Background: an optimization exercise with open tools, aiming at small area and a short achievable clock period. Do not read the settings as production practice.
In this exercise RTL edits were held to simulation tests only and were not proved equivalent to the original.
Power is estimated from default activity; no workload was simulated.

`flow/flow/run.sh`:
```
#!/bin/bash
# layout flow: the standard synthesis, then its combinational logic re-mapped by
# abc as plain gates (flow/remap.tcl; every register kept with its name and cell),
# then the rest of the standard flow, with the port buffers as plain buf_1 cells
# instead of the cell buffer_ports picks by default, and a clock tree over larger
# sink clusters without dummy balancing loads.
# each tool's output goes to a log of its own in this folder
set -euo pipefail
export BUFFER_PORTS_ARGS="-buffer_cell sky130_fd_sc_hd__buf_1"
export CTS_ARGS="-sink_clustering_enable -repair_clock_nets -dont_use_dummy_load -buf_list sky130_fd_sc_hd__clkbuf_8 -sink_clustering_size 30 -sink_clustering_max_diameter 100"
bash standard.sh synth > synth_run.log 2>&1
R=orfs/results/$FLOW_PLATFORM/mjd_bcd_to_calendar_time/base
cp $R/1_2_yosys.v standard_synth.v
REMAP_LIB=$FLOW_HOME/platforms/sky130hd/lib/sky130_fd_sc_hd__tt_025C_1v80.lib \
REMAP_IN=standard_synth.v REMAP_TOP=$FLOW_TOP REMAP_PS=3500 REMAP_OUT=$R/1_2_yosys.v \
    yosys -c flow/remap.tcl > remap.log 2>&1
rm -f $R/1_synth.odb $R/1_synth.sdc
bash standard.sh > standard_run.log 2>&1
```
`flow/flow/remap.tcl`:
```
# re-map the combinational logic of the standard synthesis netlist with abc as
# plain gates (the standard netlist keeps yosys's full/half-adder cells and
# kogge-stone adders), keeping every register instance, its name and its cell
set lib $::env(REMAP_LIB)
yosys read_liberty -ignore_miss_func $lib
yosys read_verilog $::env(REMAP_IN)
yosys hierarchy -top $::env(REMAP_TOP)
yosys blackbox sky130_fd_sc_hd__dfxtp_1 sky130_fd_sc_hd__dfxtp_2 sky130_fd_sc_hd__dfxtp_4
yosys flatten
yosys opt -purge
yosys abc -liberty $lib -dont_use *lpflow* -dont_use *probe* -dont_use *fill* -D $::env(REMAP_PS)
yosys splitnets
yosys opt_clean -purge
yosys hilomap -singleton -hicell sky130_fd_sc_hd__conb_1 HI -locell sky130_fd_sc_hd__conb_1 LO
yosys opt_clean -purge
yosys stat -liberty $lib
yosys select -module $::env(REMAP_TOP)
yosys write_verilog -noattr -nohex -nodec -selected $::env(REMAP_OUT)
```
`flow/standard.sh`:
```
#!/bin/bash
# synth_recipe.tcl (not shown) runs the flow's synth.tcl, then flattens the netlist and writes it again
# the make line also repeats each setting of config.mk as NAME=value (left out here)
make -C /OpenROAD-flow-scripts/flow DESIGN_CONFIG=/design/flow/config.mk WORK_HOME=/design/flow/orfs CLKGATE_MAP_FILE= SYNTH_SCRIPT=/design/flow/synth_recipe.tcl "${@:-finish}"
```
`flow/config.mk`:
```
export PLATFORM = sky130hd
export DESIGN_NAME = mjd_bcd_to_calendar_time
export DESIGN_NICKNAME = mjd_bcd_to_calendar_time
export VERILOG_FILES = /design/flow/design.v
export SDC_FILE = /design/flow/constraint.sdc
export NUM_CORES = 4
export LEC_CHECK = 0
export ABC_CLOCK_PERIOD_IN_PS = 3500
export CAP_MARGIN = 20
export CORE_MARGIN = 2
export CORE_UTILIZATION = 75
export SETUP_SLACK_MARGIN = 3.9
export SLEW_MARGIN = 20
```
`flow/constraint.sdc`:
```
create_clock -name core_clock -period 7.5 [get_ports {i_clk}]
set_input_delay 1.5000 -clock core_clock [delete_from_list [all_inputs] [get_ports {i_clk}]]
set_output_delay 1.5000 -clock core_clock [all_outputs]
set_load 0.01 [all_outputs]
```
`flow/design.v`:
```
package mjdc_pkg;
    localparam bit CUT0 = 1'b0;
    localparam bit CUT1 = 1'b1;
    localparam bit CUT2 = 1'b1;
    localparam bit CUT3 = 1'b1;
    localparam int unsigned DATE_LAT = int'(CUT0) + int'(CUT1) + int'(CUT2) + int'(CUT3);
    localparam int unsigned BCD_AT = 1;
    localparam logic [15:0] MJD_FIRST   = 16'd15079;    
    localparam logic [15:0] MJD_DEFAULT = 16'd53371;    
endpackage
import mjdc_pkg::*;
module mjdc_date (
    input  logic        i_clk,
    input  logic        i_rst_n,
    input  logic        i_valid,
    input  logic [15:0] i_mjd,
    output logic        o_valid,
    output logic [10:0] o_year,
    output logic [3:0]  o_month,
    output logic [4:0]  o_day,
    output logic [2:0]  o_weekday
);
    function automatic logic [12:0] add12(input logic [11:0] a, input logic [11:0] b, input logic ci);
        logic c;
        c = ci;
        for (int i = 0; i < 12; i++) begin
            add12[i] = a[i] ^ b[i] ^ c;
            c        = (a[i] & b[i]) | (c & (a[i] ^ b[i]));
        end
        add12[12] = c;
    endfunction
    function automatic logic ge16(input logic [15:0] x, input logic [15:0] k);
        logic g;
        g = 1'b1;
        for (int i = 0; i < 16; i++) g = k[i] ? (x[i] & g) : (x[i] | g);
        ge16 = g;
    endfunction
    function automatic logic ge12(input logic [11:0] x, input logic [11:0] k);
        ge12 = ge16({4'b0, x}, {4'b0, k});
    endfunction
    function automatic logic ge9(input logic [8:0] x, input logic [8:0] k);
        ge9 = ge16({7'b0, x}, {7'b0, k});
    endfunction
    function automatic logic [5:0] csa7(input logic [2:0] a, input logic [2:0] b, input logic [2:0] c);
        logic [2:0] s, cy;
        s  = a ^ b ^ c;
        cy = (a & b) | (c & (a ^ b));
        csa7 = {cy[1:0], cy[2], s};
    endfunction
    logic        early;
    logic [5:0]  qp;       
    logic [10:0] rh;       
    logic [11:0] r1;
    logic [11:0] a_r1;     
    logic [5:0]  a_qp;
    always_comb begin
        early = !ge16(i_mjd, MJD_FIRST);
        case (i_mjd[15:11])
            5'd0: begin qp = 6'd0; rh = 11'd0; end
            5'd1: begin qp = 6'd0; rh = 11'd0; end
            5'd2: begin qp = 6'd0; rh = 11'd0; end
            5'd3: begin qp = 6'd0; rh = 11'd0; end
            5'd4: begin qp = 6'd0; rh = 11'd0; end
            5'd5: begin qp = 6'd0; rh = 11'd0; end
            5'd6: begin qp = 6'd0; rh = 11'd0; end
            5'd7: begin qp = 6'd0; rh = 11'd718; end
            5'd8: begin qp = 6'd1; rh = 11'd1305; end
            5'd9: begin qp = 6'd3; rh = 11'd431; end
            5'd10: begin qp = 6'd4; rh = 11'd1018; end
            5'd11: begin qp = 6'd6; rh = 11'd144; end
            5'd12: begin qp = 6'd7; rh = 11'd731; end
            5'd13: begin qp = 6'd8; rh = 11'd1318; end
            5'd14: begin qp = 6'd10; rh = 11'd444; end
            5'd15: begin qp = 6'd11; rh = 11'd1031; end
            5'd16: begin qp = 6'd13; rh = 11'd157; end
            5'd17: begin qp = 6'd14; rh = 11'd744; end
            5'd18: begin qp = 6'd15; rh = 11'd1331; end
            5'd19: begin qp = 6'd17; rh = 11'd457; end
            5'd20: begin qp = 6'd18; rh = 11'd1044; end
            5'd21: begin qp = 6'd20; rh = 11'd170; end
            5'd22: begin qp = 6'd21; rh = 11'd757; end
            5'd23: begin qp = 6'd22; rh = 11'd1344; end
            5'd24: begin qp = 6'd24; rh = 11'd470; end
            5'd25: begin qp = 6'd25; rh = 11'd1057; end
            5'd26: begin qp = 6'd27; rh = 11'd183; end
            5'd27: begin qp = 6'd28; rh = 11'd770; end
            5'd28: begin qp = 6'd29; rh = 11'd1357; end
            5'd29: begin qp = 6'd31; rh = 11'd483; end
            5'd30: begin qp = 6'd32; rh = 11'd1070; end
            5'd31: begin qp = 6'd34; rh = 11'd196; end
            default: begin qp = 6'd0; rh = 11'd0; end
        endcase
        r1 = 12'(rh) + 12'(i_mjd[10:0]);
        a_r1 = early ? 12'd306 : r1;
        a_qp = early ? 6'd27 : qp;
    end
    logic        b_valid;
    logic [11:0] b_r1;
    logic [5:0]  b_qp;
    generate if (CUT1) begin : g_cut1
        always_ff @(posedge i_clk) begin
            if (!i_rst_n) b_valid <= 1'b0;
            else          b_valid <= i_valid;
            b_r1 <= a_r1;
            b_qp <= a_qp;
        end
    end else begin : g_nocut1
        assign b_valid = i_valid;
        assign b_r1    = a_r1;
        assign b_qp    = a_qp;
    end endgenerate
    logic [3:0]  yc;       
    logic [8:0]  ystart;   
    logic [12:0] doy_s;
    logic [12:0] y0_s;
    logic [8:0]  b_doy;    
    logic [7:0]  b_y0;     
    logic [5:0]  w1, w2, w3, w4;
    logic [3:0]  wsum;
    logic [2:0]  wres;
    logic [2:0]  b_wd;
    always_comb begin
        if      (ge16({4'b0, b_r1}, 16'd3287)) begin yc = 4'd9; ystart = 9'd215; end
        else if (ge16({4'b0, b_r1}, 16'd2922)) begin yc = 4'd8; ystart = 9'd362; end
        else if (ge16({4'b0, b_r1}, 16'd2556)) begin yc = 4'd7; ystart = 9'd508; end
        else if (ge16({4'b0, b_r1}, 16'd2191)) begin yc = 4'd6; ystart = 9'd143; end
        else if (ge16({4'b0, b_r1}, 16'd1826)) begin yc = 4'd5; ystart = 9'd290; end
        else if (ge16({4'b0, b_r1}, 16'd1461)) begin yc = 4'd4; ystart = 9'd437; end
        else if (ge16({4'b0, b_r1}, 16'd1095)) begin yc = 4'd3; ystart = 9'd71; end
        else if (ge16({4'b0, b_r1}, 16'd730)) begin yc = 4'd2; ystart = 9'd218; end
        else if (ge16({4'b0, b_r1}, 16'd365)) begin yc = 4'd1; ystart = 9'd365; end
        else begin yc = 4'd0; ystart = 9'd0; end
        doy_s = {4'b0, b_r1[8:0]} - {4'b0, ystart};
        b_doy = doy_s[8:0];
        y0_s  = add12({4'b0, b_qp, 2'b00}, 12'(yc), 1'b0);
        b_y0  = y0_s[7:0];
        w1   = csa7(b_r1[2:0], b_r1[5:3], b_r1[8:6]);
        w2   = csa7(b_r1[11:9], ~{b_qp[1:0], b_qp[2]}, ~{b_qp[4:3], b_qp[5]});
        w3   = csa7(w1[2:0], w1[5:3], w2[2:0]);
        w4   = csa7(w3[2:0], w3[5:3], w2[5:3]);
        wsum = {1'b0, w4[2:0]} + {1'b0, w4[5:3]};
        wres = wsum[2:0] + {2'b0, wsum[3]};
        case (wres)
            3'd0:    b_wd = 3'd6;
            3'd1:    b_wd = 3'd7;
            3'd2:    b_wd = 3'd1;
            3'd3:    b_wd = 3'd2;
            3'd4:    b_wd = 3'd3;
            3'd5:    b_wd = 3'd4;
            3'd6:    b_wd = 3'd5;
            default: b_wd = 3'd6;
        endcase
    end
    logic        c_valid;
    logic [8:0]  c_doy;
    logic [7:0]  c_y0;
    logic [2:0]  c_wd;
    generate if (CUT2) begin : g_cut2
        always_ff @(posedge i_clk) begin
            if (!i_rst_n) c_valid <= 1'b0;
            else          c_valid <= b_valid;
            c_doy <= b_doy;
            c_y0  <= b_y0;
            c_wd  <= b_wd;
        end
    end else begin : g_nocut2
        assign c_valid = b_valid;
        assign c_doy   = b_doy;
        assign c_y0    = b_y0;
        assign c_wd    = b_wd;
    end endgenerate
    logic [3:0]  month;
    logic [4:0]  dadd;     
    logic        k;        
    logic [12:0] year_s;
    logic [12:0] day_s;
    logic [10:0] c_year;
    logic [4:0]  c_day;
    always_comb begin
        if      (ge9(c_doy, 9'd337)) begin month = 4'd2; dadd = 5'd16; end
        else if (ge9(c_doy, 9'd306)) begin month = 4'd1; dadd = 5'd15; end
        else if (ge9(c_doy, 9'd275)) begin month = 4'd12; dadd = 5'd14; end
        else if (ge9(c_doy, 9'd245)) begin month = 4'd11; dadd = 5'd12; end
        else if (ge9(c_doy, 9'd214)) begin month = 4'd10; dadd = 5'd11; end
        else if (ge9(c_doy, 9'd184)) begin month = 4'd9; dadd = 5'd9; end
        else if (ge9(c_doy, 9'd153)) begin month = 4'd8; dadd = 5'd8; end
        else if (ge9(c_doy, 9'd122)) begin month = 4'd7; dadd = 5'd7; end
        else if (ge9(c_doy, 9'd92)) begin month = 4'd6; dadd = 5'd5; end
        else if (ge9(c_doy, 9'd61)) begin month = 4'd5; dadd = 5'd4; end
        else if (ge9(c_doy, 9'd31)) begin month = 4'd4; dadd = 5'd2; end
        else                           begin month = 4'd3; dadd = 5'd1; end
        k      = ge9(c_doy, 9'd306);
        year_s = add12({4'b0, c_y0}, 12'd1896, k);
        c_year = year_s[10:0];
        day_s  = add12({7'b0, c_doy[4:0]}, {7'b0, dadd}, 1'b0);
        c_day  = day_s[4:0];
    end
    generate if (CUT3) begin : g_cut3
        always_ff @(posedge i_clk) begin
            if (!i_rst_n) o_valid <= 1'b0;
            else          o_valid <= c_valid;
            o_year    <= c_year;
            o_month   <= month;
            o_day     <= c_day;
            o_weekday <= c_wd;
        end
    end else begin : g_nocut3
        assign o_valid   = c_valid;
        assign o_year    = c_year;
        assign o_month   = month;
        assign o_day     = c_day;
        assign o_weekday = c_wd;
    end endgenerate
endmodule
import mjdc_pkg::*;
module mjd_bcd_to_calendar_time (
    input  logic        i_clk,
    input  logic        i_rst_n,
    input  logic        start,
    output logic        busy,
    input  logic [15:0] i_mjd,
    input  logic [7:0]  i_hour_bcd,
    input  logic [7:0]  i_minute_bcd,
    input  logic [7:0]  i_second_bcd,
    output logic        o_valid,
    output logic [10:0] o_year,
    output logic [3:0]  o_month_num,
    output logic [4:0]  o_day_of_month,
    output logic [2:0]  o_weekday,
    output logic [7:0]  o_hour_bin,
    output logic [7:0]  o_minute_bin,
    output logic [7:0]  o_second_bin
);
    function automatic logic [7:0] bcd_to_bin(input logic [7:0] b);
        logic [3:0] t;
        logic [2:0] v;
        logic [4:0] x;
        logic [6:0] h;
        logic       c;
        t = b[7:4];
        v = b[3:1];
        c = 1'b0;
        for (int i = 0; i < 3; i++) begin
            x[i] = t[i] ^ v[i] ^ c;
            c    = (t[i] & v[i]) | (c & (t[i] ^ v[i]));
        end
        x[3] = t[3] ^ c;
        x[4] = t[3] & c;
        h[1:0] = x[1:0];
        c = 1'b0;
        for (int i = 2; i < 5; i++) begin
            h[i] = x[i] ^ t[i-2] ^ c;
            c    = (x[i] & t[i-2]) | (c & (x[i] ^ t[i-2]));
        end
        h[5] = t[3] ^ c;
        h[6] = t[3] & c;
        bcd_to_bin = {h, b[0]};
    endfunction
    assign busy = !i_rst_n;
    logic        s_valid;
    logic [15:0] s_mjd;
    logic [23:0] s_hms;
    generate if (CUT0) begin : g_cut0
        always_ff @(posedge i_clk) begin
            if (!i_rst_n) s_valid <= 1'b0;
            else          s_valid <= start;
            s_mjd <= i_mjd;
            s_hms <= {i_hour_bcd, i_minute_bcd, i_second_bcd};
        end
    end else begin : g_nocut0
        assign s_valid = start;
        assign s_mjd   = i_mjd;
        assign s_hms   = {i_hour_bcd, i_minute_bcd, i_second_bcd};
    end endgenerate
    mjdc_date u_date (
        .i_clk     (i_clk),
        .i_rst_n   (i_rst_n),
        .i_valid   (s_valid),
        .i_mjd     (s_mjd),
        .o_valid   (o_valid),
        .o_year    (o_year),
        .o_month   (o_month_num),
        .o_day     (o_day_of_month),
        .o_weekday (o_weekday)
    );
    localparam int unsigned HMS_LAT = DATE_LAT - int'(CUT0);
    logic [23:0] hms_d [0:HMS_LAT];     
    function automatic logic [23:0] hms_to_bin(input logic [23:0] h);
        hms_to_bin = {bcd_to_bin(h[23:16]), bcd_to_bin(h[15:8]), bcd_to_bin(h[7:0])};
    endfunction
    assign hms_d[0] = (BCD_AT == 0) ? hms_to_bin(s_hms) : s_hms;
    for (genvar i = 0; i < HMS_LAT; i++) begin : g_hms
        logic [23:0] r_hms;
        always_ff @(posedge i_clk) r_hms <= hms_d[i];
        assign hms_d[i+1] = (BCD_AT == i + 1) ? hms_to_bin(r_hms) : r_hms;
    end
    assign o_hour_bin   = hms_d[HMS_LAT][23:16];
    assign o_minute_bin = hms_d[HMS_LAT][15:8];
    assign o_second_bin = hms_d[HMS_LAT][7:0];
endmodule
```
==> notes.md, run 1 <==
Clocking:
- In this run, CTS created clock tree buffers numbering 17.
- In this run the clock root is driven by a clkbuf_8.
- The number of levels in the clock H-tree is 4.
- The clock net sink count is 134.
- The quantity of hold-fixing buffers added after cts is 0.
- TritonCTS built the clock tree.
- For the worst-skew pair, the clock arrives at the later sink with an insertion delay of 0.43 ns.
- The clock-pin slew of the registers on the worst-case setup and hold paths is 0.09 ns.
- The clock passes through at most 2 buffers.

Global route:
- The number of global-route vias before repair is 4941.
- The largest net degree at the start of global routing is 28.
- The initial antenna violation count is 0.
- Global routing finished with a remaining overflow of 0.
- The first global-routing pass estimated 22.71 mm of wire.
- Global routing used 33.14% of the available tracks across all layers.

Logic synthesis:
- The per-instance average area after synthesis is 9.040 um2.
- The count of yosys warnings during synthesis is 3.
- The netlist area before placement is 0.005948 mm2.
- The synthesized netlist net count is 701.
- Counting every instance in the synthesized netlist gives 658.

Floorplan:
- The die outline height is 93.06 um.
- The initial cell density of the core is 77.38%.
- The number of core rows is 32.
- The die covers 0.008659 mm2.
- The total I/O pin count is 92.
- The floorplan die width is 93.06 um.
- The area inside the core boundary is 0.007687 mm2.

Timing:
- After routing, the total negative slack on setup checks comes to 0 ns.
- The final number of max-transition violations is 0.
- The highest clock rate is 283.7 MHz.
- Measured against its own limit, the worst slew margin works out to 49.86%.
- The ratio of final minimum period to clock period is 46.99%.
- The transition time of the tightest slew-check pin is 0.7471 ns.
- The final number of hold-violating endpoints is 0.
- Clock skew on the completed layout was measured at 0.03185 ns.
- Setup violations remaining at the end of the flow were counted as 0.
- The worst path in the final design needs a cycle of 3.524 ns, including I/O delays and setup.
- Setup repair after global routing could not meet its margin everywhere.
- The post-layout worst setup margin is 3.976 ns.

Critical path:
- The number of buffers and inverters on the critical path is 1.
- STA classifies the critical path startpoint as a primary input.
- Traced cell by cell, the critical path runs through buf_6 -> nand2_1 -> a221o_1 -> a31oi_4 -> o31ai_4 -> a211oi_2 -> o21ai_2 -> a311oi_2 -> nor3_1 -> o21a_1 -> o21a_1.
- The kind of cell with the highest combined delay on the critical path is compound AO/OA/AOI/OAI gates.
- For this design, the slowest cell found on the critical path is a221o_1.
- Among the stages of the critical path, the cell type that occurs most often is o21a_1.
- STA classifies the critical path endpoint as a register.
- The type of the worst setup path is in2reg.
- The largest fanout of any net on the critical path is 25.
- The arrival time of the worst setup path is 3.84 ns.
- At the worst endpoint, the required time is 7.81 ns.
- On the worst path, the slowest cell contributes a delay of 0.43 ns.

Drt:
- Dividing the detail-routed wire length by the instance count gives 16.62 um.
- The number of detailed-route iterations in the first pass is 8.
- The number of antenna-violating nets in the routed design is 0.
- The via count is 5348.
- The remaining design rule violation count is 0.
- Dividing the detail-routed via count by the number of cells gives 6.147.
- The DRC violation total after the first TritonRoute iteration is 597.
- Wires add up to 14.46 mm.

Layout:
- In the layout the commonest cells are dfxtp_1 (134), buf_1 (86), nor2_1 (69), xnor2_1 (58), nand2_1 (54).
- For this run, the post-layout net count is 813.
- The number of filler instances in the final layout is 382.
- Leaving out fill and tap cells, the most frequent cell in the layout is dfxtp_1.
- The layout overhead on the synthesized area is 14.30%.
- After the flow finishes, the layout carries non-filler instances totaling 870.
- Cells fill 88.44% of the core in the end.
- Of the cells placed in the final design, the portion with a size suffix greater than 1 is 5.208%.
- The number of antenna diodes in the final layout is 0.

Place:
- Routability-driven placement finished with a final weighted congestion of 1.083.
- After legalization and detailed placement, the total HPWL measured 9.647 mm.
- The worst setup timing slack at the placement stage is 2.840 ns.
- Counting tap cells, the placed design contains a total of 851 instances.
- Input and output buffers added on the ports amount to 91.

Power and ir drop:
- Across the VDD grid, the largest voltage drop is 0.2281 mV.
- Power spread over the standard cell area amounts to 444.0 mW/mm2.
- In this run the static leakage power is 2.612 nW.

Min path:
- The worst hold path belongs to the class reg2reg.

Outcome:
- The flow ran to the end and the layout has no timing, DRC or antenna violations.

Job:
- Max-cap violations in this run came to 0.
[repair_timing]
action	in CTS	in global routing
gates resized for setup	23	26
pin swaps	1	4
endpoints found under the setup margin	7	10
setup buffers	1	1
[layer usage]
layer | track usage (%) | vias to the layer above | wire, um
li1 | - | 2540 | -
met3 | 7.333 | 58 | 993
met5 | 0 | - | 0
met4 | 14.22 | 0 | 493
met2 | 61.71 | 328 | 7586
met1 | 35.95 | 2422 | 5384
[stage by stage]
step | power [mW] | hold slack [ns] | instance area [um2]
finish | 3.019 | 0.3231 | 6799
global route | 3.187 | 0.3246 | 6799
CTS | 2.979 | 0.3176 | 6709
detailed placement | 2.499 | 0.3121 | 6429
global placement | 2.381 | 0.3096 | 6429
floorplan | 2.183 | 0.3096 | 5959
[flip-flops by register name, summed over array words and instances, names as in the netlist]
register / count
u_date.o_year: 9
u_date.b_valid: 1
u_date.o_valid: 1
u_date.c_wd: 3
u_date.b_qp: 6
g_hms.r_hms: 72
u_date.o_weekday: 3
u_date.c_valid: 1
u_date.c_doy: 9
u_date.c_y0: 8
u_date.o_month: 4
u_date.o_day: 5
u_date.b_r1: 12
[worst register-to-register path, cell delays in order (launching register included)]
cell	delay [ns]
dfxtp_1	0.55
xor3_1	0.54
xnor2_1	0.17
xnor2_1	0.30
xor3_1	0.33
xor2_1	0.26
a32oi_1	0.18
nand2b_1	0.20
a21o_1	0.23
and3_1	0.17
a21oi_1	0.22
mux2i_1	0.14
[power breakdown]
group / leakage, nW / switching, mW / total (mW) / internal (mW)
Combinational: 1.36 / 0.867 / 1.54 / 0.674
Sequential: 1.13 / 0.153 / 1.06 / 0.904
Clock: 0.122 / 0.223 / 0.422 / 0.199
[area by class of cell]
type,count,area (um2),area share [%]
Clock buffer,17,234.0,3.441
Inverter,20,78.83,1.159
Multi-Input combinational cell,504,3286,48.33
Sequential cell,134,2683,39.46
Tap cell,102,127.6,1.877
Timing Repair Buffer,93,390.4,5.742
[final timing paths]
path | start | to | cells after the start | slack [ns]
hold / removal | u_date.c_wd[2] | u_date.o_weekday[2] | 0 | 0.32
hold reg to reg | u_date.c_wd[2] | u_date.o_weekday[2] | 0 | 0.32
setup reg to reg | u_date.b_r1[7] | u_date.c_wd[2] | 11 | 4.09
setup / recovery | i_mjd[13] | u_date.b_r1[11] | 11 | 3.98
==> run 2: changes to the inputs <==
--- a/flow/config.mk
+++ b/flow/config.mk
@@ -9,5 +9,5 @@
 export CAP_MARGIN = 20
 export CORE_MARGIN = 2
 export CORE_UTILIZATION = 75
-export SETUP_SLACK_MARGIN = 3.9
+export SETUP_SLACK_MARGIN = 4.05
 export SLEW_MARGIN = 20
==> notes.md, run 2 <==
Clocking:
- The clock insertion delay at the later pin of the skew report came to 0.44 ns (about the same).
- The clock net sink count is 134 (unchanged).
- The clock-pin slew of the registers on the worst-case setup and hold paths is 0.08 ns (about the same).
- The number of levels in the clock H-tree is 4 (unchanged).
- The quantity of hold-fixing buffers added after cts is 0 (unchanged).
- The clock tree buffer depth was 2 (unchanged).
- TritonCTS built the clock tree.
- The root cell of the clock tree is clkbuf_8.
- The clock buffer count from CTS came to 17 (unchanged).

Outcome:
- The flow ran to the end and the layout has no timing, DRC or antenna violations.

Global route:
- The global-route wire length before repair is 25.32 mm (+11%).
- The largest net degree at the start of global routing is 28 (unchanged).
- The residual overflow from global routing came to 0 (unchanged).
- The number of global-route vias before repair is 5487 (+11%).
- The initial antenna violation count is 0 (unchanged).
- The overall global routing resource usage was 37.41% (+4.3 points).

Layout:
- The flip-flop count of the largest register, all copies and words added came to 72 (unchanged).
- The multi-input combinational cell area was 0.003311 mm2 (+0.76%).
- The largest register by flop count is g_hms.r_hms.
- In the final layout, the registers with the most flip-flops are g_hms.r_hms (72), u_date.b_r1 (12).
- The layout overhead on the synthesized area is 15.99%.
- The final design area excluding fillers came to 0.006899 mm2 (+1.5%).
- The most common cell after layout, fill and taps aside is dfxtp_1.
- The number of antenna repair diodes is 0 (unchanged).
- The number of filler instances in the final layout is 346 (-9.4%).
- The final-stage net count is 820 (+0.86%).
- The storage element area is 0.002691 mm2 (+0.33%).
- Leaving out fill and tap cells, the most frequent cells in the layout are dfxtp_1 (127), buf_1 (86), nor2_1 (68), xnor2_1 (57), nand2_1 (55).
- The share of final-layout standard cells stronger than drive strength 1 is 7.484% (+2.3 points).

Critical path:
- The arrival time of the worst setup path is 3.86 ns (+0.02 ns).
- The signal on the critical path passes through buf_12 -> nor2b_4 -> nor3_1 -> a221oi_1 -> o21ai_1 -> xnor2_2 -> a211oi_2 -> o21ai_2 -> a311oi_2 -> buf_4 -> o31ai_2 -> and3_1 -> nor3_1.
- The required time reported for the critical path endpoint is 7.84 ns (+0.03 ns).
- The number of buffers and inverters on the critical path is 2 (+1).
- The register-to-register path setup slack was 4.16 ns (+0.07 ns).
- The critical path startpoint category is a primary input.
- The biggest cell delay along the critical path came to 0.30 ns (-0.13 ns).
- On the critical path the largest part of the delay comes from compound AO/OA/AOI/OAI gates.
- The largest fanout of any net on the critical path is 27 (+8.0%).
- The most prevalent standard cell on the critical path is nor3_1.
- The type of the worst setup path is in2reg.
- The slowest stage of the critical path is the a221oi_1 cell.
- The type of element capturing the critical path is a register.

Logic synthesis:
- The netlist area before placement was 0.005948 mm2 (unchanged).
- The per-instance average area after synthesis is 9.040 um2 (unchanged).
- The instance count of the mapped netlist is 658 (unchanged).
- The count of yosys warnings during synthesis came to 3 (unchanged).
- The synthesized netlist net count is 701 (unchanged).

Drt:
- The routed length on met1 was 5.525 mm (+2.6%).
- The met3 routed wirelength is 1.482 mm (+49%).
- The wire length per cell after detailed routing came to 18.63 um (+12%).
- The wire length on met2 was 8.234 mm (+8.5%).
- The remaining design rule violation count is 0 (unchanged).
- The routed wire length is 16.34 mm (+13%).
- The number of detailed-route iterations in the first pass was 8 (unchanged).
- The DRC violation total after the first TritonRoute iteration is 707 (+18%).
- After detailed routing, no signal wire sits above met4.
- The via count is 5723 (+7.0%).
- The number of vias per cell is 6.526 (+6.2%).
- The number of antenna-violating nets in the routed design was 0 (unchanged).

Timing:
- The relative slew slack was 23.93% (-26 points).
- The final number of hold-violating endpoints is 0 (unchanged).
- The maximum clock skew at final layout is 0.03727 ns (+0.005421 ns).
- The final number of setup-violating endpoints came to 0 (unchanged).
- Setup repair after global routing could not meet its margin everywhere.
- The transition time of the tightest slew-check pin is 1.129 ns (+0.3820 ns).
- The total negative slack is 0 ns (unchanged).
- The post-layout worst setup margin came to 3.974 ns (-0.001900 ns).
- The ratio of final minimum period to clock period is 47.02% (about the same).
- The clock period minus worst slack is 3.526 ns (+0.001900 ns).
- The final number of max-transition violations is 0 (unchanged).
- The highest clock rate came to 283.6 MHz (about the same).
- The worst-case hold slack is 0.3096 ns (-0.01354 ns).

Floorplan:
- The number of core rows was 32 (unchanged).
- The area enclosed by the die boundary is 0.008659 mm2 (unchanged).
- The initial cell density of the core was 77.38% (unchanged).
- The area inside the core boundary is 0.007687 mm2 (unchanged).
- The total I/O pin count came to 92 (unchanged).
- The die outline height is 93.06 um (unchanged).
- The floorplan die width was 93.06 um (unchanged).

Power and ir drop:
- The maximum ir drop on the vdd rail is 0.1936 mV (-15%).
- The areal power density over the cells is 446.8 mW/mm2 (+0.63%).
- The leakage component of the power is 2.664 nW (+2.0%).
- The overall power came to 3.082 mW (+2.1%).

Job:
- The reported max-cap violation count came to 0 (unchanged).

Place:
- The total cell area at the placement stage is 0.006431 mm2 (about the same).
- The detailed-placement wirelength estimate is 10.68 mm (+11%).
- The count of port buffers added during placement is 91 (unchanged).
- The last weighted congestion value of the routability-driven placer is 0.9939 (-8.2%).
- The worst setup timing slack at the placement stage is 2.798 ns (-0.04244 ns).

Min path:
- The path type of the worst min-delay path is reg2reg.
-- run 2: worst paths after layout --
path / startpoint / endpoint / cells after the start
worst min register to register: g_hms[1].r_hms[19] / g_hms[2].r_hms[19] / 0
worst max-delay path: i_mjd[14] / u_date.b_r1[10] / 13
worst max register to register: u_date.b_r1[0] / u_date.c_wd[2] / 11
worst min-delay path: g_hms[1].r_hms[19] / g_hms[2].r_hms[19] / 0
-- run 2: area by class of cell --
class	instances	area share (%)
sequential	134	39.01
inverter	20	1.106
timing repair buffer	100	6.656
multi-input combinational	504	47.99
tap	102	1.850
clock buffer	17	3.391
-- run 2: per-layer routing --
metal  vias to the layer above  GRT usage, %
met5                         -             0
met4                         0         22.92
met3                       119         9.267
met2                       489         68.30
met1                      2563         38.18
li1                       2552             -
-- run 2: power by group --
| group | internal [mW] | switching, mW | total [mW] |
|---|---|---|---|
| clock network | 0.199 | 0.224 | 0.423 |
| registers | 0.906 | 0.160 | 1.07 |
| logic | 0.681 | 0.913 | 1.59 |
| total | 1.79 | 1.30 | 3.08 |
-- run 2: repair_timing --
item,in CTS,in global routing
buffers inserted,2,7
pin swaps,3,8
endpoints found under the setup margin,12,11
gates resized for setup,38,21
endpoints found under the hold margin,0,0
-- run 2: through the flow --
step                      util [%]  std cells
final                        89.75        877
after global routing         89.75        877
after CTS                    88.02        870
after detailed placement     83.66        851
after global placement       83.66        851
after floorplan                  -        658
-- run 2: worst reg2reg max path, cell delays in order (launching register included) --
cell and delay (ns):
dfxtp_1 0.40, maj3_1 0.46, o21ai_2 0.22, xor3_1 0.38
maj3_1 0.41, xor2_1 0.25, a32oi_1 0.19, nand2b_1 0.23
a21o_1 0.25, and3_1 0.19, a21oi_1 0.17, mux2i_1 0.09
==> run 3: changes to the inputs <==
--- a/flow/config.mk
+++ b/flow/config.mk
@@ -8,6 +8,6 @@
 export ABC_CLOCK_PERIOD_IN_PS = 3500
 export CAP_MARGIN = 20
 export CORE_MARGIN = 2
-export CORE_UTILIZATION = 75
-export SETUP_SLACK_MARGIN = 4.05
+export CORE_UTILIZATION = 70
+export SETUP_SLACK_MARGIN = 3.9
 export SLEW_MARGIN = 20
==> notes.md, run 3 <==
Outcome:
- The run finished with no timing, DRC or antenna violations.

Power and ir drop:
- The combinational fraction of design power is 52.1% (+0.4 points).
- The switching power summed over all nets came to 1.296 mW (about the same).
- The maximum ir drop on the vdd rail came to 0.2037 mV (+5.2%).
- The part of the total power dissipated in the clock network is 13.6% (about the same).
- The overall power is 3.087 mW (+0.14%).
- The sequential fraction of design power is 34.3% (-0.3 points).
- The switching share of total power is 42.00% (-0.074 points).
- The areal power density over the cells was 446.2 mW/mm2 (-0.14%).
- The leakage component of the power was 2.664 nW (about the same).
- The internal power was 1.790 mW (+0.26%).

Min path:
- In this run the most critical hold path is launched from g_hms[1].r_hms[7].
- The worst hold path terminates at g_hms[2].r_hms[7].
- In this run the worst hold path is classified as reg2reg.
- The number of cells on the worst hold path is 0 (unchanged).

Timing:
- The post-layout worst setup margin is 3.943 ns (-0.03090 ns).
- The maximum clock skew at final layout is 0.03973 ns (+0.002461 ns).
- The ratio of final minimum period to clock period is 47.43% (+0.41 points).
- The transition time of the tightest slew-check pin came to 0.6390 ns (-0.4901 ns).
- The final number of max-transition violations is 0 (unchanged).
- Setup repair after global routing left no endpoint under its margin.
- The highest clock rate is 281.1 MHz (-0.87%).
- The final number of hold-violating endpoints came to 0 (unchanged).
- The worst-case hold slack is 0.3054 ns (-0.004250 ns).
- The clock period minus worst slack is 3.557 ns (+0.03090 ns).
- The final number of setup-violating endpoints is 0 (unchanged).
- The total negative slack is 0 ns (unchanged).
- The relative slew slack is 57.07% (+33 points).

Floorplan:
- The floorplan die width is 96.18 um (+3.4%).
- The initial cell density of the core was 72.39% (-5.0 points).
- The area enclosed by the die boundary came to 0.009251 mm2 (+6.8%).
- The number of core rows is 33 (+3.1%).
- The area inside the core boundary is 0.008217 mm2 (+6.9%).
- The die outline height came to 96.18 um (+3.4%).
- The total I/O pin count is 92 (unchanged).

Critical path:
- The reg-to-reg endpoint is u_date.c_wd[2].
- The critical path goes through clkbuf_4 -> clkbuf_16 -> or3_1 -> a31oi_2 -> o31ai_4 -> a211oi_4 -> o21ai_2 -> a311oi_4 -> nor3_2 -> o21a_1 -> o21a_1.
- The required time reported for the critical path endpoint is 7.80 ns (-0.04 ns).
- The launch point of the critical path is i_mjd[15].
- The slowest stage of the critical path is the or3_1 cell.
- The critical path startpoint category is a primary input.
- The start of the worst register-to-register path is u_date.b_r1[3].
- The number of cell instances on the worst register-to-register path is 11 (unchanged).
- The worst setup path is captured at a register.
- The register-to-register path setup slack came to 4.03 ns (-0.13 ns).
- In this design, the critical path's most frequently occurring cell is o21a_1.
- The largest fanout of any net on the critical path came to 5 (-81%).
- The biggest cell delay along the critical path is 0.41 ns (+0.11 ns).
- The arrival time of the worst setup path is 3.86 ns (about the same).
- The critical path is of the in2reg type.

Layout:
- The number of filler instances in the final layout is 468 (+35%).
- The number of cells in the finished layout apart from fillers was 880 (+0.34%).
- The share of final-layout standard cells stronger than drive strength 1 was 6.452% (-1.0 points).
- The share of the core filled with cells is 84.19% (-5.6 points).
- In the layout the commonest cells are dfxtp_1 (133), buf_1 (86), nor2_1 (68), xnor2_1 (58), nand2_1 (54).
- Ranked by flip-flop count, first place goes to g_hms.r_hms.
- The number of antenna repair diodes is 0 (unchanged).
- Leaving out fill and tap cells, the most frequent cell in the layout is dfxtp_1.
- The largest registers in the layout are g_hms.r_hms (72), u_date.b_r1 (12).
- The layout overhead on the synthesized area is 16.30%.
- The final-stage net count is 820 (unchanged).
- The flip-flop count of the largest register, all copies and words added came to 72 (unchanged).
- The final design area excluding fillers is 0.006918 mm2 (+0.27%).

Logic synthesis:
- The synthesized netlist net count is 701 (unchanged).
- The count of yosys warnings during synthesis is 3 (unchanged).
- The instance count of the mapped netlist was 658 (unchanged).
- The netlist area before placement was 0.005948 mm2 (unchanged).
- The per-instance average area after synthesis is 9.040 um2 (unchanged).

Global route:
- The initial antenna violation count was 0 (unchanged).
- The overall global routing resource usage is 32.77% (-4.6 points).
- The residual overflow from global routing is 0 (unchanged).
- The largest net degree at the start of global routing is 28 (unchanged).
- The global-route wire length before repair is 23.28 mm (-8.1%).
- The number of global-route vias before repair was 4967 (-9.5%).

Drt:
- The number of detailed-route iterations in the first pass is 6 (-2).
- The uppermost layer routed is met4.
- The wire length on met2 is 7.899 mm (-4.1%).
- The number of vias per cell is 6.236 (-4.4%).
- The routed length on met1 was 5.492 mm (-0.60%).
- The routed wire length was 15.24 mm (-6.8%).
- The wire length per cell after detailed routing is 17.31 um (-7.1%).
- The via count is 5488 (-4.1%).
- The DRC violation total after the first TritonRoute iteration is 440 (-38%).
- The number of antenna-violating nets in the routed design came to 0 (unchanged).
- The met3 routed wirelength is 1.180 mm (-20%).
- The remaining design rule violation count is 0 (unchanged).

Place:
- The total cell area at the placement stage came to 0.006445 mm2 (+0.21%).
- The worst setup timing slack at the placement stage is 2.813 ns (+0.01543 ns).
- The count of port buffers added during placement is 91 (unchanged).
- The last weighted congestion value of the routability-driven placer came to 0.9361 (-5.8%).
- The number of placed cells counting well taps is 856 (+0.59%).
- The detailed-placement wirelength estimate is 10.17 mm (-4.8%).

Clocking:
- The clock net sink count is 134 (unchanged).
- The number of levels in the clock H-tree is 4 (unchanged).
- The clock-pin slew of the registers on the worst-case setup and hold paths is 0.07 ns (about the same).
- The quantity of hold-fixing buffers added after cts came to 0 (unchanged).
- The clock tree buffer depth is 2 (unchanged).
- The clock insertion delay at the later pin of the skew report is 0.44 ns (about the same).
- The clock buffer count from CTS is 17 (unchanged).
- The root cell of the clock tree is clkbuf_8.
- TritonCTS built the clock tree.

Job:
- The reported max-cap violation count is 0 (unchanged).
## run 3: cell count changes in the layout (fill, tap and decap cells not counted), moves of 2 or more
cell / previous run / this run
o21ai_2: 3 / 1
a31oi_1: 5 / 7
clkbuf_16: 0 / 2
dfxtp_2: 7 / 1
buf_4: 9 / 5
dfxtp_1: 127 / 133
## run 3: worst max-delay path: cells and delay by family
family                 cells  cell delay, ns
AOI/OAI and AO/OA          7            1.54
and+or+nand+nor            2            0.52
buffers and inverters      2            0.31
## run 3: worst max path at each step
stage,slack [ns],depth (start not counted),end
2_1_floorplan,3.91,10,u_date.b_r1[11]
3_3_place_gp,2.90,12,u_date.b_r1[11]
3_5_place_dp,2.81,12,u_date.b_r1[11]
5_1_grt,3.85,12,u_date.b_r1[10]
6_report,3.94,11,u_date.b_r1[11]
4_1_cts,3.88,12,u_date.b_r1[11]
## run 3: power groups by stage
stage          clock, mW  combinational, mW  sequential, mW
2_1_floorplan          0               1.12            1.06
3_3_place_gp           0               1.34            1.05
3_5_place_dp           0               1.46            1.06
4_1_cts            0.424               1.53            1.05
5_1_grt            0.447               1.74            1.08
6_report           0.421               1.61            1.06
## run 3: timing repair
item                       4_1_cts  5_1_grt
buffers inserted                 0        4
setup endpoints to repair        8        9
pin swaps                        1        8
hold endpoints to repair         0        0
gates cloned                     0        2
gates resized for setup         16       37
## run 3: cell type report
cell class	instances	area, um2	share of cell area, %
Sequential cell	134	2684	38.80
Clock buffer	17	234.0	3.382
Inverter	20	78.83	1.139
Timing Repair Buffer	100	485.5	7.018
Tap cell	105	131.4	1.899
Multi-Input combinational cell	504	3304	47.77
## run 3: metal layers
| metal | track usage, % | vias to the layer above |
|---|---|---|
| li1 | - | 2554 |
| met1 | 34.80 | 2517 |
| met2 | 59.09 | 338 |
| met3 | 9.240 | 79 |
| met4 | 16.07 | 0 |
| met5 | 0 | - |
==> run 4: changes to the inputs <==
--- a/flow/config.mk
+++ b/flow/config.mk
@@ -8,6 +8,6 @@
 export ABC_CLOCK_PERIOD_IN_PS = 3500
 export CAP_MARGIN = 20
 export CORE_MARGIN = 2
-export CORE_UTILIZATION = 70
+export CORE_UTILIZATION = 60
 export SETUP_SLACK_MARGIN = 3.9
 export SLEW_MARGIN = 20
==> notes.md, run 4 <==
Drt:
- The number of detailed-route iterations in the first pass is 6 (unchanged).
- The wire length per cell after detailed routing is 13.97 um (-19%).
- The via count is 5142 (-6.3%).
- The remaining design rule violation count is 0 (unchanged).
- The number of antenna-violating nets in the routed design is 0 (unchanged).
- The routed wire length is 12.70 mm (-17%).
- The DRC violation total after the first TritonRoute iteration was 329 (-25%).
- The number of vias per cell is 5.657 (-9.3%).

Layout:
- The number of antenna repair diodes is 0 (unchanged).
- The largest registers in the layout are g_hms.r_hms (72), u_date.b_r1 (12).
- The share of final-layout standard cells stronger than drive strength 1 is 6.186% (-0.27 points).
- The final-stage net count was 821 (+0.12%).
- The number of filler instances in the final layout came to 764 (+63%).
- The top cell types in the final layout, fill and taps aside, are dfxtp_1 (134), buf_1 (86), nor2_1 (68), xnor2_1 (58), nand2_1 (55).
- The final design area excluding fillers is 0.006923 mm2 (about the same).
- The layout overhead on the synthesized area is 16.39% (about the same).
- The most common cell after layout, fill and taps aside is dfxtp_1.
- The number of cells in the finished layout apart from fillers came to 909 (+3.3%).
- The flip-flop count of the largest register, all copies and words added is 72 (unchanged).
- The register with the most flip-flops in the final layout is g_hms.r_hms.

Power and ir drop:
- The areal power density over the cells was 422.7 mW/mm2 (-5.3%).
- The maximum ir drop on the vdd rail is 0.2821 mV (+38%).
- The overall power is 2.927 mW (-5.2%).
- The leakage component of the power came to 2.664 nW (about the same).

Critical path:
- The largest fanout of any net on the critical path is 9 (+4).
- The critical path is of the in2reg type.
- The type of element capturing the critical path is a register.
- STA classifies the critical path startpoint as a primary input.
- The required time reported for the critical path endpoint is 7.82 ns (+0.02 ns).
- The number of cell instances on the worst register-to-register path is 11 (unchanged).
- The arrival time of the worst setup path is 3.86 ns (about the same).

Global route:
- The global-route wire length before repair is 20.87 mm (-10%).
- The overall global routing resource usage is 23.74% (-9.0 points).
- The largest net degree at the start of global routing came to 28 (unchanged).
- The residual overflow from global routing is 0 (unchanged).
- The initial antenna violation count was 0 (unchanged).
- The number of global-route vias before repair came to 4832 (-2.7%).

Timing:
- The maximum clock skew at final layout is 0.01929 ns (-0.02044 ns).
- The total negative slack is 0 ns (unchanged).
- The clock period minus worst slack is 3.542 ns (-0.01550 ns).
- The highest clock rate is 282.3 MHz (+0.44%).
- The final number of max-transition violations is 0 (unchanged).
- The ratio of final minimum period to clock period is 47.22% (-0.21 points).
- The final number of setup-violating endpoints is 0 (unchanged).
- The transition time of the tightest slew-check pin is 0.8490 ns (+0.2100 ns).
- The relative slew slack is 42.80% (-14 points).
- Setup repair after global routing could not meet its margin everywhere.
- The final number of hold-violating endpoints is 0 (unchanged).

Floorplan:
- The floorplan die width was 103.6 um (+7.7%).
- The area inside the core boundary was 0.009684 mm2 (+18%).
- The number of core rows was 36 (+9.1%).
- The die outline height came to 103.6 um (+7.7%).
- The area enclosed by the die boundary is 0.01073 mm2 (+16%).
- The total I/O pin count was 92 (unchanged).
- The initial cell density of the core is 61.42% (-11 points).

Place:
- The detailed-placement wirelength estimate was 9.365 mm (-7.9%).
- The count of port buffers added during placement is 91 (unchanged).
- The number of placed cells counting well taps is 884 (+3.3%).
- The total cell area at the placement stage is 0.006482 mm2 (+0.58%).
- The last weighted congestion value of the routability-driven placer is 0.9261 (-1.1%).

Min path:
- The path type of the worst min-delay path is reg2reg.
- The number of cells on the worst hold path is 0 (unchanged).

Clocking:
- The root cell of the clock tree is clkbuf_8.
- The TritonCTS clock tree is built.
- The clock tree buffer depth was 2 (unchanged).
- The number of levels in the clock H-tree is 4 (unchanged).
- The clock net sink count came to 134 (unchanged).
- The clock buffer count from CTS is 17 (unchanged).
- The clock-pin slew of the registers on the worst-case setup and hold paths came to 0.08 ns (about the same).
- The clock insertion delay at the later pin of the skew report is 0.43 ns (about the same).

Logic synthesis:
- The instance count of the mapped netlist was 658 (unchanged).
- The count of yosys warnings during synthesis is 3 (unchanged).
- The netlist area before placement is 0.005948 mm2 (unchanged).
- The per-instance average area after synthesis is 9.040 um2 (unchanged).
- The synthesized netlist net count is 701 (unchanged).

Job:
- The reported max-cap violation count is 0 (unchanged).

Outcome:
- The flow ran to the end and the layout has no timing, DRC or antenna violations.
==> run 4: final cells by class <==
type / count / area [um2] / share of cell area [%]
flip-flops and latches: 134 / 2683 / 38.75
repair buffers: 101 / 489.2 / 7.067
well taps: 133 / 166.4 / 2.404
inverters: 20 / 78.83 / 1.139
multi-input cells: 504 / 3272 / 47.26
clock buffers: 17 / 234.0 / 3.380
==> run 4: routing by layer <==
layer,wire [um],vias to the layer above,part of all wire (%),track usage (%)
met3,802,41,6.3,7.363
met4,375,0,3.0,9.266
met5,0,-,0,0
li1,-,2549,-,-
met1,5110,2327,40,25.18
met2,6412,225,50,43.80
==> run 4: timing repair <==
action | 4_1_cts | 5_1_grt
setup endpoints to repair | 7 | 7
resized for setup | 10 | 30
gates cloned | 0 | 2
hold buffers | 0 | 0
setup buffers | 2 | 4
pin swaps | 2 | 8
==> run 4: metrics by stage <==
step | utilization (%) | hold WS [ns] | setup WS (ns)
after floorplan | - | 0.3096 | 3.909
after global placement | 66.94 | 0.3096 | 2.985
after detailed placement | 66.94 | 0.3121 | 2.907
after CTS | 69.68 | 0.3094 | 3.895
after global routing | 71.49 | 0.3133 | 3.870
final | 71.49 | 0.3116 | 3.958
==> run 4: final timing paths <==
check / from / endpoint / slack [ns]
max: i_mjd[14] / u_date.b_r1[11] / 3.96
min: u_date.c_wd[2] / u_date.o_weekday[2] / 0.31
max reg2reg: u_date.b_r1[3] / u_date.c_wd[2] / 4.13
min reg2reg: u_date.c_wd[2] / u_date.o_weekday[2] / 0.31
==> run 4: worst max-delay path: stages <==
cell	delay, ns
clkbuf_2	0.12
buf_8	0.14
nand2b_2	0.23
nand2_1	0.11
o21ai_0	0.14
a31oi_1	0.26
nor2b_1	0.10
a211oi_2	0.26
o21ai_2	0.13
a311oi_4	0.38
nor3_2	0.09
o21a_1	0.21
o21a_1	0.18
==> run 4: power breakdown <==
group / leakage [nW] / internal, mW / total (mW) / switching [mW]
Clock: 0.122 / 0.198 / 0.412 / 0.214
Sequential: 1.13 / 0.903 / 1.05 / 0.144
Combinational: 1.41 / 0.679 / 1.47 / 0.789
Total: 2.66 / 1.78 / 2.93 / 1.15
==> run 5: changes to the inputs <==
--- a/flow/config.mk
+++ b/flow/config.mk
@@ -5,9 +5,9 @@
 export SDC_FILE = /design/flow/constraint.sdc
 export NUM_CORES = 4
 export LEC_CHECK = 0
-export ABC_CLOCK_PERIOD_IN_PS = 3500
+export ABC_CLOCK_PERIOD_IN_PS = 3200
 export CAP_MARGIN = 20
 export CORE_MARGIN = 2
 export CORE_UTILIZATION = 60
-export SETUP_SLACK_MARGIN = 3.9
+export SETUP_SLACK_MARGIN = 4.2
 export SLEW_MARGIN = 20
==> notes.md, run 5 <==
Critical path:
- The type of element capturing the critical path is a register.
- The largest fanout of any net on the critical path was 7 (-2).
- The required time reported for the critical path endpoint is 7.82 ns (about the same).
- The arrival time of the worst setup path came to 3.79 ns (-0.07 ns).
- The most prevalent standard cell on the critical path is o21a_1.
- The biggest cell delay along the critical path is 0.37 ns (about the same).
- The kind of cell with the highest combined delay on the critical path is compound AO/OA/AOI/OAI gates.
- The number of buffers and inverters on the critical path was 1 (-1).
- STA classifies the critical path startpoint as a primary input.
- The critical path goes through buf_16 -> and2_4 -> a221o_1 -> a31oi_2 -> o31ai_2 -> a211oi_2 -> o21ai_2 -> a311oi_4 -> nor3_2 -> o21a_1 -> o21a_1.
- The slowest stage cell on the critical path is a311oi_4.
- The critical path is of the in2reg type.

Layout:
- The share of final-layout standard cells stronger than drive strength 1 is 10.63% (+4.4 points).
- In the layout the commonest cells are dfxtp_1 (125), buf_1 (84), nor2_1 (66), xnor2_1 (57), nand2_1 (53).
- The layout overhead on the synthesized area is 19.35%.
- The number of antenna repair diodes came to 0 (unchanged).
- The number of cells in the finished layout apart from fillers is 914 (+0.55%).
- The flip-flop count of the largest register, all copies and words added is 72 (unchanged).
- The most common cell after layout, fill and taps aside is dfxtp_1.
- The final-stage net count is 826 (+0.61%).
- The largest registers in the layout are g_hms.r_hms (72), u_date.b_r1 (12).
- More flip-flops sit in one register than any other, and that register is g_hms.r_hms.

Clocking:
- The clock buffer count from CTS is 17 (unchanged).
- The clock net sink count came to 134 (unchanged).
- TritonCTS built the clock tree.
- Clock tree synthesis selected as its root buffer the cell clkbuf_8.
- The clock tree buffer depth is 2 (unchanged).
- The number of levels in the clock H-tree is 4 (unchanged).
- The clock insertion delay at the later pin of the skew report came to 0.45 ns (+0.02 ns).
- The quantity of hold-fixing buffers added after cts is 0 (unchanged).
- The clock-pin slew of the registers on the worst-case setup and hold paths is 0.08 ns (about the same).

Timing:
- The maximum clock skew at final layout was 0.03158 ns (+0.01229 ns).
- The final number of max-transition violations is 0 (unchanged).
- The final number of setup-violating endpoints is 0 (unchanged).
- The highest clock rate was 288.0 MHz (+2.0%).
- The clock period minus worst slack was 3.472 ns (-0.06970 ns).
- The total negative slack is 0 ns (unchanged).
- The final number of hold-violating endpoints is 0 (unchanged).
- The relative slew slack came to 49.12% (+6.3 points).
- Setup repair after global routing could not meet its margin everywhere.
- The ratio of final minimum period to clock period is 46.29% (-0.93 points).
- The transition time of the tightest slew-check pin is 0.7581 ns (-0.09094 ns).

Logic synthesis:
- The netlist area before placement came to 0.005948 mm2 (unchanged).
- The instance count of the mapped netlist is 658 (unchanged).
- The count of yosys warnings during synthesis came to 3 (unchanged).
- The per-instance average area after synthesis is 9.040 um2 (unchanged).
- The synthesized netlist net count came to 701 (unchanged).

Power and ir drop:
- The switching power summed over all nets came to 1.147 mW (about the same).
- The areal power density over the cells is 414.4 mW/mm2 (-2.0%).
- The leakage component of the power came to 2.736 nW (+2.7%).
- The maximum ir drop on the vdd rail is 0.2566 mV (-9.0%).
- The sequential fraction of design power is 35.5% (-0.3 points).
- The switching share of total power was 38.98% (-0.19 points).
- The internal power is 1.795 mW (+0.83%).
- The part of the total power dissipated in the clock network was 14.1% (about the same).
- The combinational fraction of design power came to 50.4% (+0.3 points).

Global route:
- The largest net degree at the start of global routing is 28 (unchanged).
- The residual overflow from global routing was 0 (unchanged).
- The initial antenna violation count is 0 (unchanged).
- The number of global-route vias before repair was 4837 (+0.10%).
- The global-route wire length before repair came to 21.18 mm (+1.5%).
- The overall global routing resource usage is 24.34% (+0.60 points).

Job:
- The reported max-cap violation count is 0 (unchanged).

Drt:
- The number of vias per cell came to 5.655 (about the same).
- The via count is 5169 (+0.53%).
- The number of detailed-route iterations in the first pass is 5 (-1).
- The wire length per cell after detailed routing came to 14.23 um (+1.8%).
- The DRC violation total after the first TritonRoute iteration is 353 (+7.3%).
- The number of antenna-violating nets in the routed design is 0 (unchanged).
- The routed wire length is 13.01 mm (+2.4%).
- The remaining design rule violation count is 0 (unchanged).

Floorplan:
- The die outline height is 103.6 um (unchanged).
- The floorplan die width was 103.6 um (unchanged).
- The area inside the core boundary is 0.009684 mm2 (unchanged).
- The initial cell density of the core is 61.42% (unchanged).
- The number of core rows was 36 (unchanged).
- The area enclosed by the die boundary came to 0.01073 mm2 (unchanged).
- The total I/O pin count is 92 (unchanged).

Min path:
- The worst hold path belongs to the class reg2reg.

Place:
- The number of placed cells counting well taps came to 883 (-0.11%).
- The detailed-placement wirelength estimate is 9.355 mm (-0.10%).
- The count of port buffers added during placement is 91 (unchanged).
- The last weighted congestion value of the routability-driven placer is 0.9578 (+3.4%).

Outcome:
- The run finished with no timing, DRC or antenna violations.
==> run 5: path summary, 6_finish.rpt <==
path                startpoint                 to  slack, ns  depth (start not counted)
max                  i_mjd[12]    u_date.b_r1[11]       4.03                         11
min          g_hms[1].r_hms[3]  g_hms[2].r_hms[3]       0.31                          0
max reg2reg     u_date.b_r1[2]    u_date.c_doy[7]       4.35                         11
min reg2reg  g_hms[1].r_hms[3]  g_hms[2].r_hms[3]       0.31                          0
==> run 5: stage by stage <==
stage / hold WS [ns] / utilization [%] / setup slack (ns) / area [um2] / power (mW)
CTS: 0.3067 / 70.99 / 4.184 / 6875 / 2.920
floorplan: 0.3096 / - / 3.969 / 5969 / 2.184
global placement: 0.3096 / 66.96 / 2.894 / 6485 / 2.405
detailed placement: 0.3121 / 66.96 / 2.746 / 6485 / 2.480
finish: 0.3051 / 73.31 / 4.028 / 7099 / 2.942
global route: 0.3128 / 73.31 / 4.015 / 7099 / 3.177
==> run 5: final cells by class <==
cell class	instances	area (um2)
clock buffers	17	234.0
flip-flops and latches	134	2694
multi-input cells	504	3371
repair buffers	106	558.0
inverters	20	76.32
fillers	710	2585
well taps	133	166.4
==> run 5: timing repair <==
action,in CTS,in global routing
resized for setup,42,40
gates cloned,2,1
setup buffers,4,7
pin swaps,9,18
setup endpoints to repair,14,13
==> run 5: routing by layer <==
metal / global-route usage, % / share of wire, % / up-vias
met5: 0 / 0 / -
met4: 11.87 / 1.9 / 0
met3: 7.804 / 7.1 / 26
met2: 43.61 / 51 / 230
met1: 25.76 / 40 / 2356
li1: - / - / 2557
==> run 5: power groups by stage <==
stage / clock network (mW) / registers [mW] / logic (mW)
floorplan: 0 / 1.06 / 1.12
global placement: 0 / 1.05 / 1.36
detailed placement: 0 / 1.06 / 1.42
CTS: 0.430 / 1.04 / 1.45
global route: 0.458 / 1.07 / 1.65
finish: 0.415 / 1.05 / 1.48
==> run 6: changes to the inputs <==
--- a/flow/flow/run.sh
+++ b/flow/flow/run.sh
@@ -1,6 +1,7 @@
 #!/bin/bash
 # layout flow: the standard synthesis, then its combinational logic re-mapped by
-# abc as plain gates (flow/remap.tcl; every register kept with its name and cell),
+# abc as plain gates (flow/remap.tcl; every register kept with its name and cell;
+# the logic before the first registers mapped for delay),
 # then the rest of the standard flow, with the port buffers as plain buf_1 cells
 # instead of the cell buffer_ports picks by default, and a clock tree over larger
 # sink clusters without dummy balancing loads.
==> flow/flow/remap.tcl (replaced) <==
# re-map the combinational logic of the standard synthesis netlist with abc as
# plain gates (the standard netlist keeps yosys's full/half-adder cells and
# kogge-stone adders), keeping every register instance, its name and its cell.
# the logic from the inputs to the first pipeline registers (it also carries the
# input delay) is mapped first, for delay; the rest for area.
set lib $::env(REMAP_LIB)
set abcargs [list -liberty $lib -dont_use *lpflow* -dont_use *probe* -dont_use *fill*]
yosys read_liberty -ignore_miss_func $lib
yosys read_verilog $::env(REMAP_IN)
yosys hierarchy -top $::env(REMAP_TOP)
yosys blackbox sky130_fd_sc_hd__dfxtp_1 sky130_fd_sc_hd__dfxtp_2 sky130_fd_sc_hd__dfxtp_4
yosys flatten
yosys opt -purge
yosys cd $::env(REMAP_TOP)
yosys select -set first {c:u_date.b_r1*} {c:u_date.b_qp*} %u {%ci*:-sky130_fd_sc_hd__dfxtp_1[Q]}
yosys abc {*}$abcargs -D 1200 -script {+strash;dc2;dch,-f;map,-D,1200;topo} @first
yosys select -clear
yosys cd
yosys abc {*}$abcargs -D 3500
yosys splitnets
yosys opt_clean -purge
yosys hilomap -singleton -hicell sky130_fd_sc_hd__conb_1 HI -locell sky130_fd_sc_hd__conb_1 LO
yosys opt_clean -purge
yosys stat -liberty $lib
yosys select -module $::env(REMAP_TOP)
yosys write_verilog -noattr -nohex -nodec -selected $::env(REMAP_OUT)
--- a/flow/config.mk
+++ b/flow/config.mk
@@ -5,9 +5,9 @@
 export SDC_FILE = /design/flow/constraint.sdc
 export NUM_CORES = 4
 export LEC_CHECK = 0
-export ABC_CLOCK_PERIOD_IN_PS = 3200
+export ABC_CLOCK_PERIOD_IN_PS = 3500
 export CAP_MARGIN = 20
 export CORE_MARGIN = 2
 export CORE_UTILIZATION = 60
-export SETUP_SLACK_MARGIN = 4.2
+export SETUP_SLACK_MARGIN = 3.9
 export SLEW_MARGIN = 20
==> notes.md, run 6 <==
Clocking:
- The clock insertion delay at the later pin of the skew report is 0.44 ns (about the same).
- CTS placed an instance of clkbuf_8 at the clock tree root.
- The clock-pin slew of the registers on the worst-case setup and hold paths is 0.08 ns (about the same).
- The clock net sink count was 134 (unchanged).
- The clock buffer count from CTS is 17 (unchanged).
- The number of levels in the clock H-tree came to 4 (unchanged).
- The clock tree buffer depth is 2 (unchanged).
- TritonCTS built the clock tree.

Min path:
- In this run the most critical hold path is launched from g_hms[1].r_hms[12].
- The number of cells on the worst hold path was 0 (unchanged).
- The worst hold path belongs to the class reg2reg.
- The path with the worst hold slack has its endpoint at g_hms[2].r_hms[12].

Critical path:
- The type of the worst setup path is in2reg.
- The arrival time of the worst setup path is 3.73 ns (-0.06 ns).
- The worst setup path is captured at a register.
- The required time reported for the critical path endpoint is 7.82 ns (about the same).
- The register-to-register path setup slack was 4.11 ns (-0.24 ns).
- The largest fanout of any net on the critical path came to 15 (+8).
- The number of cell instances on the worst register-to-register path came to 11 (unchanged).
- STA classifies the critical path startpoint as a primary input.
- The reg-to-reg endpoint is u_date.c_doy[8].
- The startpoint identified for the worst register-to-register timing path is u_date.b_r1[9].

Timing:
- The final number of hold-violating endpoints is 0 (unchanged).
- The ratio of final minimum period to clock period is 45.43% (-0.86 points).
- The total negative slack is 0 ns (unchanged).
- The maximum clock skew at final layout was 0.02762 ns (-0.003960 ns).
- The highest clock rate is 293.5 MHz (+1.9%).
- The worst-case hold slack is 0.3029 ns (-0.002217 ns).
- The transition time of the tightest slew-check pin is 0.7120 ns (-0.04607 ns).
- The final number of max-transition violations is 0 (unchanged).
- Setup repair after global routing left no endpoint under its margin.
- The clock period minus worst slack was 3.407 ns (-0.06462 ns).
- The relative slew slack was 51.91% (+2.8 points).
- The final number of setup-violating endpoints was 0 (unchanged).

Global route:
- The initial antenna violation count is 0 (unchanged).
- The global-route wire length before repair came to 22.22 mm (+4.9%).
- The number of global-route vias before repair came to 5135 (+6.2%).
- The overall global routing resource usage is 25.15% (+0.81 points).
- The largest net degree at the start of global routing is 19 (-32%).
- The residual overflow from global routing is 0 (unchanged).

Layout:
- The multi-input combinational cell area is 0.003243 mm2 (-3.8%).
- The final-stage net count was 859 (+4.0%).
- The area growth from synthesis to layout is 14.25%.
- The top cell types in the final layout, fill and taps aside, are dfxtp_1 (126), buf_1 (86), nor2_1 (80), nand2_1 (76), xnor2_1 (55).
- The largest registers in the layout are g_hms.r_hms (72), u_date.b_r1 (12).
- The storage element area was 0.002693 mm2 (about the same).
- The number of antenna repair diodes is 0 (unchanged).
- The library cell used most frequently in the layout, excluding fill and tap cells, is dfxtp_1.
- The number of filler instances in the final layout came to 762 (+7.3%).
- The flip-flop count of the largest register, all copies and words added came to 72 (unchanged).
- More flip-flops sit in one register than any other, and that register is g_hms.r_hms.
- The share of final-layout standard cells stronger than drive strength 1 was 7.002% (-3.6 points).
- The number of cells in the finished layout apart from fillers is 947 (+3.6%).

Job:
- The reported max-cap violation count is 0 (unchanged).

Drt:
- The wire length per cell after detailed routing is 14.35 um (+0.83%).
- The number of antenna-violating nets in the routed design is 0 (unchanged).
- The DRC violation total after the first TritonRoute iteration is 398 (+13%).
- The via count was 5437 (+5.2%).
- The wire length on met2 was 6.960 mm (+4.2%).
- The number of detailed-route iterations in the first pass is 7 (+2).
- The met3 routed wirelength is 862 um (-7.0%).
- The routed length on met1 is 5.206 mm (+0.99%).
- The uppermost layer routed is met4.
- The routed wire length is 13.59 mm (+4.5%).
- The remaining design rule violation count is 0 (unchanged).
- The number of vias per cell was 5.741 (+1.5%).

Power and ir drop:
- The switching share of total power is 39.93% (+0.94 points).
- The combinational fraction of design power was 49.1% (-1.3 points).
- The internal power is 1.722 mW (-4.1%).
- The switching power summed over all nets is 1.144 mW (-0.21%).
- The maximum ir drop on the vdd rail was 0.2765 mV (+7.7%).
- The sequential fraction of design power is 36.5% (+1.0 points).
- The overall power was 2.866 mW (-2.6%).
- The leakage component of the power was 2.641 nW (-3.5%).
- The part of the total power dissipated in the clock network is 14.4% (+0.3 points).
- The areal power density over the cells is 415.9 mW/mm2 (+0.36%).

Logic synthesis:
- The count of yosys warnings during synthesis came to 3 (unchanged).
- The per-instance average area after synthesis is 8.593 um2 (-4.9%).
- The netlist area before placement is 0.006032 mm2 (+1.4%).
- The instance count of the mapped netlist is 702 (+6.7%).
- The synthesized netlist net count came to 745 (+6.3%).

Place:
- The count of port buffers added during placement came to 91 (unchanged).
- The detailed-placement wirelength estimate is 10.15 mm (+8.5%).
- The number of placed cells counting well taps is 926 (+4.9%).
- The last weighted congestion value of the routability-driven placer is 0.9586 (about the same).

Floorplan:
- The total I/O pin count was 92 (unchanged).
- The initial cell density of the core was 61.71% (+0.29 points).
- The area inside the core boundary was 0.009774 mm2 (+0.93%).
- The floorplan die width was 104.3 um (+0.68%).
- The area enclosed by the die boundary came to 0.01087 mm2 (+1.4%).
- The number of core rows is 36 (unchanged).
- The die outline height is 104.3 um (+0.68%).

Outcome:
- The run finished with no timing, DRC or antenna violations.
## run 6: layer usage
metal  global-route usage, %  up-vias
met4                   13.32        0
met1                   26.48     2436
li1                        -     2683
met5                       0        -
met3                   6.078       61
met2                   45.99      257
## run 6: per-stage QoR
step	setup WS [ns]	utilization (%)	instance area, um2
CTS	3.893	69.38	6782
floorplan	4.144	-	6032
global placement	2.968	66.91	6540
detailed placement	2.946	66.91	6540
finish	4.093	70.51	6892
global route	3.870	70.51	6892
## run 6: power groups by stage
stage	registers [mW]	clock network [mW]	logic, mW
floorplan	1.06	0	1.06
global placement	1.04	0	1.27
detailed placement	1.05	0	1.37
CTS	1.04	0.424	1.38
global route	1.07	0.450	1.55
finish	1.05	0.413	1.41
## run 6: cell type report
class	count	area share (%)
Multi-Input combinational cell	527	47.06
Sequential cell	134	39.07
Timing Repair Buffer	94	5.519
Clock buffer	17	3.395
Inverter	41	2.469
Tap cell	133	2.415
Timing Repair inverter	1	0.07262
## run 6: repair_timing
action,in CTS,in global routing
cloned,0,1
gates resized for setup,6,34
pin swaps,0,2
buffers inserted,0,3
hold buffers,0,0
setup endpoints to repair,7,10
## run 6: worst max path at each step
stage / from / to / slack [ns] / cells after the start
4_1_cts: i_mjd[12] / u_date.b_r1[11] / 3.89 / 16
2_1_floorplan: i_mjd[15] / u_date.b_r1[10] / 4.14 / 15
3_3_place_gp: i_mjd[15] / u_date.b_r1[10] / 2.97 / 16
6_report: i_mjd[11] / u_date.b_r1[9] / 4.09 / 14
3_5_place_dp: i_mjd[15] / u_date.b_r1[11] / 2.95 / 16
5_1_grt: i_mjd[13] / u_date.b_r1[11] / 3.87 / 15
## run 6: worst max-delay path, cell delays in order
cell,delay (ns)
clkbuf_4,0.23
a21boi_0,0.33
o211ai_1,0.24
a31o_2,0.32
nand3_1,0.13
o2bb2ai_1,0.15
nand3_1,0.12
nand3_1,0.09
nand3_1,0.11
nand3_1,0.11
nand3_1,0.09
nand3_1,0.10
nand2_1,0.06
nor2_1,0.15

## port drivers added, routing unchanged
How much do the figures lean on ideal ports? The routed layouts below were timed once more, with nothing changed but the port constraints. Step 1, drivers: a clkbuf_16 drives i_clk and a buf_2 each remaining input, both assumed. Step 2 moves the port delays by t, midway between the first and last clock arrival at a register: inputs arrive t later, outputs are due t later. That takes back most of the time a late clock gives input paths. a / b / c = no drivers / after step 1 / after step 2; a / b = the first two.
| run | t, ns | setup slack, ns | cell pins on the clock port's net |
|---|---|---|---|
| run 1 | 0.449 | 3.976 / 3.968 / 3.519 | 1 |
| run 2 | 0.451 | 3.974 / 3.946 / 3.495 | 1 |
| run 3 | 0.449 | 3.943 / 3.951 / 3.502 | 1 |
| run 4 | 0.463 | 3.958 / 3.973 / 3.510 | 1 |
| run 5 | 0.470 | 4.028 / 3.976 / 3.506 | 1 |
| run 6 | 0.454 | 4.093 / 4.103 / 3.649 | 1 |
After both steps every run listed still meets setup and hold. The setup slack of run 5, which loses most, moves by -0.052 ns with the drivers and by -0.522 ns with both steps.
